Source: an optimization exercise on an open RTL-to-GDS flow (aim: small area and a short achievable clock period). Production flows keep margins and buffers that such runs may drop. At most, simulation tests tie the RTL to the original design; equivalence was not proved. No activity file was given, so power comes from the tool's default toggle rates.

==> run X <==
==> flow/design.v <==
`timescale 1ns/1ps
module pifo_queue (
  input  logic        clk,
  input  logic        rst,
  input  logic        push_valid,
  input  logic [15:0] push_prio,
  input  logic [3:0]  push_port,
  input  logic [31:0] push_data,
  input  logic        pop_valid,
  input  logic [3:0]  pop_port,
  output logic        pop_rsp_valid,
  output logic [15:0] pop_rsp_prio,
  output logic [3:0]  pop_rsp_port,
  output logic [31:0] pop_rsp_data,
  output logic        drop_valid,
  output logic [15:0] drop_prio,
  output logic [3:0]  drop_port,
  output logic [31:0] drop_data
);
  localparam int n  = 17;
  localparam int ew = 52;
  localparam int np = n * (n - 1) / 2;
  function automatic logic gt16(input logic [15:0] a, input logic [15:0] b);
    logic [15:0] g, l;
    g = a & ~b;
    l = ~a & b;
    for (int w = 1; w < 16; w = w * 2)
      for (int i = 0; i < 16; i = i + 2 * w) begin
        g[i] = g[i+w] | (!l[i+w] & g[i]);
        l[i] = l[i+w] | (!g[i+w] & l[i]);
      end
    gt16 = g[0];
  endfunction
  logic [n*ew-1:0] ent;
  logic [n-1:0]    vld;
  logic [np-1:0]   ahd;
  logic [n*n-1:0]  ahead;
  logic [ew-1:0] push_entry;
  assign push_entry = {push_prio, push_port, push_data};
  logic [n-1:0]  match, head, last, gt, free1, wr, sel, kill, vset;
  logic          pop_hit, full, new_last, drop;
  logic [ew-1:0] out_nxt, out_q;
  always_comb begin
    int p;
    ahead = '0;
    p = 0;
    for (int i = 0; i < n; i++)
      for (int j = i + 1; j < n; j++) begin
        ahead[i*n+j] = ahd[p];
        ahead[j*n+i] = !ahd[p];
        p++;
      end
    for (int k = 0; k < n; k++) begin
      match[k] = pop_valid && vld[k] && (ent[k*ew+32 +: 4] == pop_port);
      gt[k]    = gt16(ent[k*ew+36 +: 16], push_prio);
    end
    for (int k = 0; k < n; k++) begin
      head[k] = match[k];
      last[k] = vld[k];
      for (int j = 0; j < n; j++) begin
        if (j != k) begin
          if (match[j] && ahead[j*n+k]) head[k] = 1'b0;
          if (vld[j] && ahead[k*n+j])   last[k] = 1'b0;
        end
      end
    end
    free1    = ~vld & (vld + 17'd1);
    full     = &(vld | free1);
    pop_hit  = |match;
    new_last = ~|(vld & gt);
    drop     = push_valid && full && !pop_hit;
    wr       = free1 & {n{push_valid}};
    kill     = head | (last & {n{drop && !new_last}});
    vset     = wr & {n{!(drop && new_last)}};
    sel = pop_hit ? head : last;
    out_nxt = '0;
    for (int k = 0; k < n; k++)
      out_nxt = out_nxt | (ent[k*ew +: ew] & {ew{sel[k]}});
    if (!pop_hit && new_last)
      out_nxt = push_entry;
  end
  always_ff @(posedge clk) begin
    for (int k = 0; k < n; k++)
      if (wr[k]) ent[k*ew +: ew] <= push_entry;
  end
  always_ff @(posedge clk) begin
    int p;
    p = 0;
    for (int i = 0; i < n; i++)
      for (int j = i + 1; j < n; j++) begin
        if (wr[i])
          ahd[p] <= gt[j];
        else if (wr[j])
          ahd[p] <= !gt[i];
        p++;
      end
  end
  always_ff @(posedge clk) begin
    if (rst) begin
      vld           <= '0;
      pop_rsp_valid <= 1'b0;
      drop_valid    <= 1'b0;
    end else begin
      vld           <= (vld & ~kill) | vset;
      pop_rsp_valid <= pop_hit;
      drop_valid    <= drop;
    end
  end
  always_ff @(posedge clk) begin
    out_q <= out_nxt;
  end
  assign {pop_rsp_prio, pop_rsp_port, pop_rsp_data} = out_q;
  assign {drop_prio, drop_port, drop_data}          = out_q;
endmodule
==> flow/flow/run.sh <==
#!/bin/bash
set -euo pipefail
bash standard.sh SETUP_SLACK_MARGIN=5.75 "BUFFER_PORTS_ARGS=-buffer_cell sky130_fd_sc_hd__buf_2" finish > standard_flow.log 2>&1
==> flow/standard.sh <==
#!/bin/bash
# synth_recipe.tcl (not shown) runs the flow's synth.tcl, then flattens the netlist and writes it again
# the make line also repeats each setting of config.mk as NAME=value (left out here)
make -C /OpenROAD-flow-scripts/flow DESIGN_CONFIG=/design/flow/config.mk WORK_HOME=/design/flow/orfs CLKGATE_MAP_FILE= SYNTH_SCRIPT=/design/flow/synth_recipe.tcl "${@:-finish}"
==> flow/config.mk <==
export PLATFORM = sky130hd
export DESIGN_NAME = pifo_queue
export DESIGN_NICKNAME = pifo_queue
export VERILOG_FILES = /design/flow/design.v
export SDC_FILE = /design/flow/constraint.sdc
export NUM_CORES = 4
export LEC_CHECK = 0
export CAP_MARGIN = 20
export CORE_MARGIN = 2
export CORE_UTILIZATION = 40
export CTS_BUF_LIST = sky130_fd_sc_hd__clkbuf_4
export SLEW_MARGIN = 20
==> flow/constraint.sdc <==
create_clock -name core_clock -period 10.0 [get_ports {clk}]
set_input_delay 2.0000 -clock core_clock [delete_from_list [all_inputs] [get_ports {clk}]]
set_output_delay 2.0000 -clock core_clock [all_outputs]
set_load 0.01 [all_outputs]
==> inputs of run B, as changes to run X <==
--- a/flow/design.v
+++ b/flow/design.v
@@ -17,28 +17,17 @@
   output logic [3:0]  drop_port,
   output logic [31:0] drop_data
 );
-  localparam int n  = 17;
+  localparam int n  = 16;
   localparam int ew = 52;
-  localparam int np = n * (n - 1) / 2;
-  function automatic logic gt16(input logic [15:0] a, input logic [15:0] b);
-    logic [15:0] g, l;
-    g = a & ~b;
-    l = ~a & b;
-    for (int w = 1; w < 16; w = w * 2)
-      for (int i = 0; i < 16; i = i + 2 * w) begin
-        g[i] = g[i+w] | (!l[i+w] & g[i]);
-        l[i] = l[i+w] | (!g[i+w] & l[i]);
-      end
-    gt16 = g[0];
-  endfunction
   logic [n*ew-1:0] ent;
   logic [n-1:0]    vld;
+  localparam int np = n * (n - 1) / 2;
   logic [np-1:0]   ahd;
   logic [n*n-1:0]  ahead;
   logic [ew-1:0] push_entry;
   assign push_entry = {push_prio, push_port, push_data};
-  logic [n-1:0]  match, head, last, gt, free1, wr, sel, kill, vset;
-  logic          pop_hit, full, new_last, drop;
+  logic [n-1:0] match, head, last, gt, free1, wr, sel;
+  logic         pop_hit, full, new_last, do_drop;
   logic [ew-1:0] out_nxt, out_q;
   always_comb begin
     int p;
@@ -52,7 +41,7 @@
       end
     for (int k = 0; k < n; k++) begin
       match[k] = pop_valid && vld[k] && (ent[k*ew+32 +: 4] == pop_port);
-      gt[k]    = gt16(ent[k*ew+36 +: 16], push_prio);
+      gt[k]    = ent[k*ew+36 +: 16] > push_prio;
     end
     for (int k = 0; k < n; k++) begin
       head[k] = match[k];
@@ -64,14 +53,21 @@
         end
       end
     end
-    free1    = ~vld & (vld + 17'd1);
-    full     = &(vld | free1);
+    free1 = ~vld & (vld + 16'd1);
     pop_hit  = |match;
+    full     = &vld;
     new_last = ~|(vld & gt);
-    drop     = push_valid && full && !pop_hit;
-    wr       = free1 & {n{push_valid}};
-    kill     = head | (last & {n{drop && !new_last}});
-    vset     = wr & {n{!(drop && new_last)}};
+    do_drop  = push_valid && full && !pop_hit;
+    if (!push_valid)
+      wr = '0;
+    else if (!full)
+      wr = free1;
+    else if (pop_hit)
+      wr = head;
+    else if (!new_last)
+      wr = last;
+    else
+      wr = '0;
     sel = pop_hit ? head : last;
     out_nxt = '0;
     for (int k = 0; k < n; k++)
@@ -101,9 +97,9 @@
       pop_rsp_valid <= 1'b0;
       drop_valid    <= 1'b0;
     end else begin
-      vld           <= (vld & ~kill) | vset;
+      vld           <= (vld & ~head) | wr;
       pop_rsp_valid <= pop_hit;
-      drop_valid    <= drop;
+      drop_valid    <= do_drop;
     end
   end
   always_ff @(posedge clk) begin
==> flow/run.sh (new file) <==
#!/bin/bash
# synth_recipe.tcl (not shown) runs the flow's synth.tcl, then flattens the netlist and writes it again
# the make line also repeats each setting of config.mk as NAME=value (left out here)
make -C /OpenROAD-flow-scripts/flow DESIGN_CONFIG=/design/flow/config.mk WORK_HOME=/design/flow/orfs CLKGATE_MAP_FILE= SYNTH_SCRIPT=/design/flow/synth_recipe.tcl finish
- CTS_BUF_LIST: sky130_fd_sc_hd__clkbuf_4 -> not set
removed: flow/flow/run.sh
removed: flow/standard.sh
==> inputs of run G, as changes to run X <==
==> flow/run.sh (new file) <==
#!/bin/bash
# synth_recipe.tcl (not shown) runs the flow's synth.tcl, then flattens the netlist and writes it again
# the make line also repeats each setting of config.mk as NAME=value (left out here)
make -C /OpenROAD-flow-scripts/flow DESIGN_CONFIG=/design/flow/config.mk WORK_HOME=/design/flow/orfs CLKGATE_MAP_FILE= SYNTH_SCRIPT=/design/flow/synth_recipe.tcl finish
- ABC_CLOCK_PERIOD_IN_PS: not set -> 4000
- CTS_BUF_LIST: sky130_fd_sc_hd__clkbuf_4 -> not set
- SETUP_SLACK_MARGIN: not set -> 5
removed: flow/flow/run.sh
removed: flow/standard.sh
==> notes.md <==
Leakage: run G 0.0206 uW; run X 0.0201 uW; run B 0.0200 uW
Arrival time worst endpoint: run G 5.66 ns; run X 5.44 ns; run B 8.69 ns
Post-Layout Inst Area: run G 61800 um^2; run X 59300 um^2; run B 58700 um^2
Share of cells above drive strength 1: run G 16.6%; run X 24.0%; run B 11.0%
Die area: run G 131000 um^2; run X 131000 um^2; run B 131000 um^2
Cell with the largest stage delay on the worst path: run G sky130_fd_sc_hd__nor4_4; run X sky130_fd_sc_hd__a2111oi_4; run B sky130_fd_sc_hd__nor4_1
Post-route core utilization: run G 48.6%; run X 46.6%; run B 46.1%
Clock root buffer master: run G sky130_fd_sc_hd__clkbuf_16; run X sky130_fd_sc_hd__clkbuf_4; run B sky130_fd_sc_hd__clkbuf_16
Inst Count DP: run G 5625; run X 5589; run B 5754
Result of the run: run G timing/DRC/antenna clean; run X timing/DRC/antenna clean; run B timing/DRC/antenna clean
Flop+latch power: run G 5160 uW; run X 5160 uW; run B 4810 uW
Count of cell types in the netlist: run G 99; run X 99; run B 97
Post-CTS setup-driven buffer insertion count: run G 122; run X 67; run B 0
Die outline height: run G 361 um; run X 361 um; run B 361 um
GR met2 Demand/Resource: run G 53.7%; run X 52.9%; run B 56.2%
Only the layout flow was run in run B; the RTL was not checked for function there.


==> 04-16 <==
Starts from the design.v that is shown in full above.
Settings: LEC_CHECK=0, CAP_MARGIN=20, CORE_MARGIN=2, CORE_UTILIZATION=40, CTS_BUF_LIST=sky130_fd_sc_hd__clkbuf_4, SLEW_MARGIN=20; clock period 10.0 ns.
standard.sh (not shown) runs the stock make flow with config.mk's settings and CLKGATE_MAP_FILE= SYNTH_SCRIPT=/design/flow/synth_recipe.tcl, a recipe that flattens the netlist after the stock synthesis.
==> flow/flow/run.sh <==
#!/bin/bash
set -euo pipefail
bash standard.sh SETUP_SLACK_MARGIN=6 "BUFFER_PORTS_ARGS=-buffer_cell sky130_fd_sc_hd__buf_2" finish > standard_flow.log 2>&1
==> inputs of 07-05, as changes to 04-16 <==
--- a/flow/design.v
+++ b/flow/design.v
@@ -18,26 +18,34 @@
   output logic [31:0] drop_data
 );
-  localparam int n  = 17;
+  localparam int n  = 16;
   localparam int ew = 52;
-  localparam int np = n * (n - 1) / 2;
-  function automatic logic gt16(input logic [15:0] a, input logic [15:0] b);
-    logic [15:0] g, l;
-    g = a & ~b;
-    l = ~a & b;
-    for (int w = 1; w < 16; w = w * 2)
-      for (int i = 0; i < 16; i = i + 2 * w) begin
-        g[i] = g[i+w] | (!l[i+w] & g[i]);
-        l[i] = l[i+w] | (!g[i+w] & l[i]);
-      end
-    gt16 = g[0];
-  endfunction
   logic [n*ew-1:0] ent;
   logic [n-1:0]    vld;
+  localparam int np = n * (n - 1) / 2;
   logic [np-1:0]   ahd;
   logic [n*n-1:0]  ahead;
   logic [ew-1:0] push_entry;
   assign push_entry = {push_prio, push_port, push_data};
-  logic [n-1:0]  match, head, last, gt, free1, wr, sel, kill, vset;
-  logic          pop_hit, full, new_last, drop;
+  function automatic logic gt16(input logic [15:0] a, input logic [15:0] b);
+    logic [3:0] g_gt, g_eq;
+    logic       r_gt, r_eq;
+    for (int g = 0; g < 4; g++) begin
+      g_gt[g] = 1'b0;
+      g_eq[g] = 1'b1;
+      for (int i = 3; i >= 0; i--) begin
+        g_gt[g] = g_gt[g] | (g_eq[g] & a[4*g+i] & !b[4*g+i]);
+        g_eq[g] = g_eq[g] & (a[4*g+i] == b[4*g+i]);
+      end
+    end
+    r_gt = 1'b0;
+    r_eq = 1'b1;
+    for (int g = 3; g >= 0; g--) begin
+      r_gt = r_gt | (r_eq & g_gt[g]);
+      r_eq = r_eq & g_eq[g];
+    end
+    gt16 = r_gt;
+  endfunction
+  logic [n-1:0] match, head, last, gt, free1, wr, sel;
+  logic         pop_hit, full, new_last, do_drop;
   logic [ew-1:0] out_nxt, out_q;
   always_comb begin
@@ -65,12 +73,19 @@
       end
     end
-    free1    = ~vld & (vld + 17'd1);
-    full     = &(vld | free1);
+    free1 = ~vld & (vld + 16'd1);
     pop_hit  = |match;
+    full     = &vld;
     new_last = ~|(vld & gt);
-    drop     = push_valid && full && !pop_hit;
-    wr       = free1 & {n{push_valid}};
-    kill     = head | (last & {n{drop && !new_last}});
-    vset     = wr & {n{!(drop && new_last)}};
+    do_drop  = push_valid && full && !pop_hit;
+    if (!push_valid)
+      wr = '0;
+    else if (!full)
+      wr = free1;
+    else if (pop_hit)
+      wr = head;
+    else if (!new_last)
+      wr = last;
+    else
+      wr = '0;
     sel = pop_hit ? head : last;
     out_nxt = '0;
@@ -102,7 +117,7 @@
       drop_valid    <= 1'b0;
     end else begin
-      vld           <= (vld & ~kill) | vset;
+      vld           <= (vld & ~head) | wr;
       pop_rsp_valid <= pop_hit;
-      drop_valid    <= drop;
+      drop_valid    <= do_drop;
     end
   end
==> flow/run.sh (new file) <==
#!/bin/bash
# synth_recipe.tcl (not shown) runs the flow's synth.tcl, then flattens the netlist and writes it again
# the make line also repeats each setting of config.mk as NAME=value (left out here)
make -C /OpenROAD-flow-scripts/flow DESIGN_CONFIG=/design/flow/config.mk WORK_HOME=/design/flow/orfs CLKGATE_MAP_FILE= SYNTH_SCRIPT=/design/flow/synth_recipe.tcl finish
--- a/flow/config.mk
+++ b/flow/config.mk
@@ -6,7 +6,8 @@
 export NUM_CORES = 4
 export LEC_CHECK = 0
+export ABC_CLOCK_PERIOD_IN_PS = 4000
 export CAP_MARGIN = 20
 export CORE_MARGIN = 2
 export CORE_UTILIZATION = 40
-export CTS_BUF_LIST = sky130_fd_sc_hd__clkbuf_4
+export SETUP_SLACK_MARGIN = 5
 export SLEW_MARGIN = 20
removed: flow/flow/run.sh
removed: flow/standard.sh
==> results.py <==
metrics = {
    "sta": {
        "worst_pin_slew_ns": 1.27,
    },
    "worst_setup_path": {
        "worst_r2r_path_depth": 14,
    },
    "layout": {
        "final_cell_area_um2": 62200,
        "fillers": 11300,
        "num-clock-buffers": 475,
        "final_util_pct": 48.9,
        "ff_latch_area_um2": 32100,
    },
    "status": {
        "status": "timing/DRC/antenna clean",
    },
    "yosys": {
        "ys_top_cells_by_area": "edfxtp_1 60%, a22oi_1 4.5%, dfxtp_1 2.8%, maj3_1 2.4%, nand2_1 2.2%",
        "yosysUniqueCellTypes": 99,
        "yosysTopAreaCellShare_pct": 60.0,
    },
    "power": {
        "pg_comb_mw": 0.931,
        "powerDensity_nw_per_um2": 164,
        "power.leakage_nw": 21.3,
    },
    "floorplan": {
        "chipWidth_um": 361,
    },
    "clock_network": {
        "cts_root_buf": "clkbuf_4",
    },
    "placement": {
        "gp_congestion": 1.05,
    },
    "grt": {
        "met1_usage_pct": 45.9,
    },
}
[end of results for 04-16]
==> results.py <==
metrics = {
    "layout": {
        "final_util_pct": 51.4,
        "num-clock-buffers": 151,
        "final_cell_area_um2": 60700,
    },
    "sta": {
        "worst_pin_slew_ns": 1.31,
    },
    "yosys": {
        "yosysTopAreaCellShare_pct": 60.0,
        "ys_top_cells_by_area": "edfxtp_1 60%, a22oi_1 3.5%, dfxtp_1 2.9%, o22ai_1 2.3%, a221oi_1 2.2%",
    },
    "power": {
        "pg_comb_mw": 1.01,
        "power.leakage_nw": 20.2,
    },
    "placement": {
        "gp_congestion": 0.998,
    },
    "clock_network": {
        "cts_root_buf": "clkbuf_16",
    },
    "worst_setup_path": {
        "worst_r2r_path_depth": 9,
    },
    "status": {
        "status": "timing/DRC/antenna clean",
    },
}
[end of results for 07-05]
For 07-05, only the layout was checked, not whether the RTL still works.

## static timing again, ports no longer ideal
The results above use ideal ports. As a check the final layouts listed here were re-extracted and re-timed, cells and wires unchanged.
Step 1 (the two cells are an assumption about what drives the block):
set clk [get_ports {clk}]
set_driving_cell -lib_cell sky130_fd_sc_hd__clkbuf_16 $clk
set_driving_cell -lib_cell sky130_fd_sc_hd__buf_2 [delete_from_list [all_inputs] $clk]
Step 2 moves the port delays by t, midway between the first and last clock arrival at a register: inputs arrive t later, outputs are due t later. That takes back most of the time a late clock gives input paths.
Slacks: ideal ports / drivers / drivers and shift; pairs: ideal ports / drivers.
| run | t, ns | slack for setup (ns) | worst register clock-pin slew, ns |
|---|---|---|---|
| run X | 1.347 | 5.681 / 5.721 / 4.374 | 0.09 / 0.09 |
| run B | 0.822 | 1.700 / 1.753 / 0.931 | 0.07 / 0.07 |
| run G | 0.825 | 4.946 / 4.964 / 4.185 | 0.07 / 0.07 |
| 04-16 | 1.358 | 5.883 / 5.803 / 4.445 | 0.09 / 0.09 |
| 07-05 | 0.799 | 4.837 / 4.820 / 4.021 | 0.08 / 0.08 |
After both steps setup and hold are still met in every run listed. The setup slack of 04-16, which loses most, moves by -0.080 ns with the drivers and by -1.438 ns with both steps.
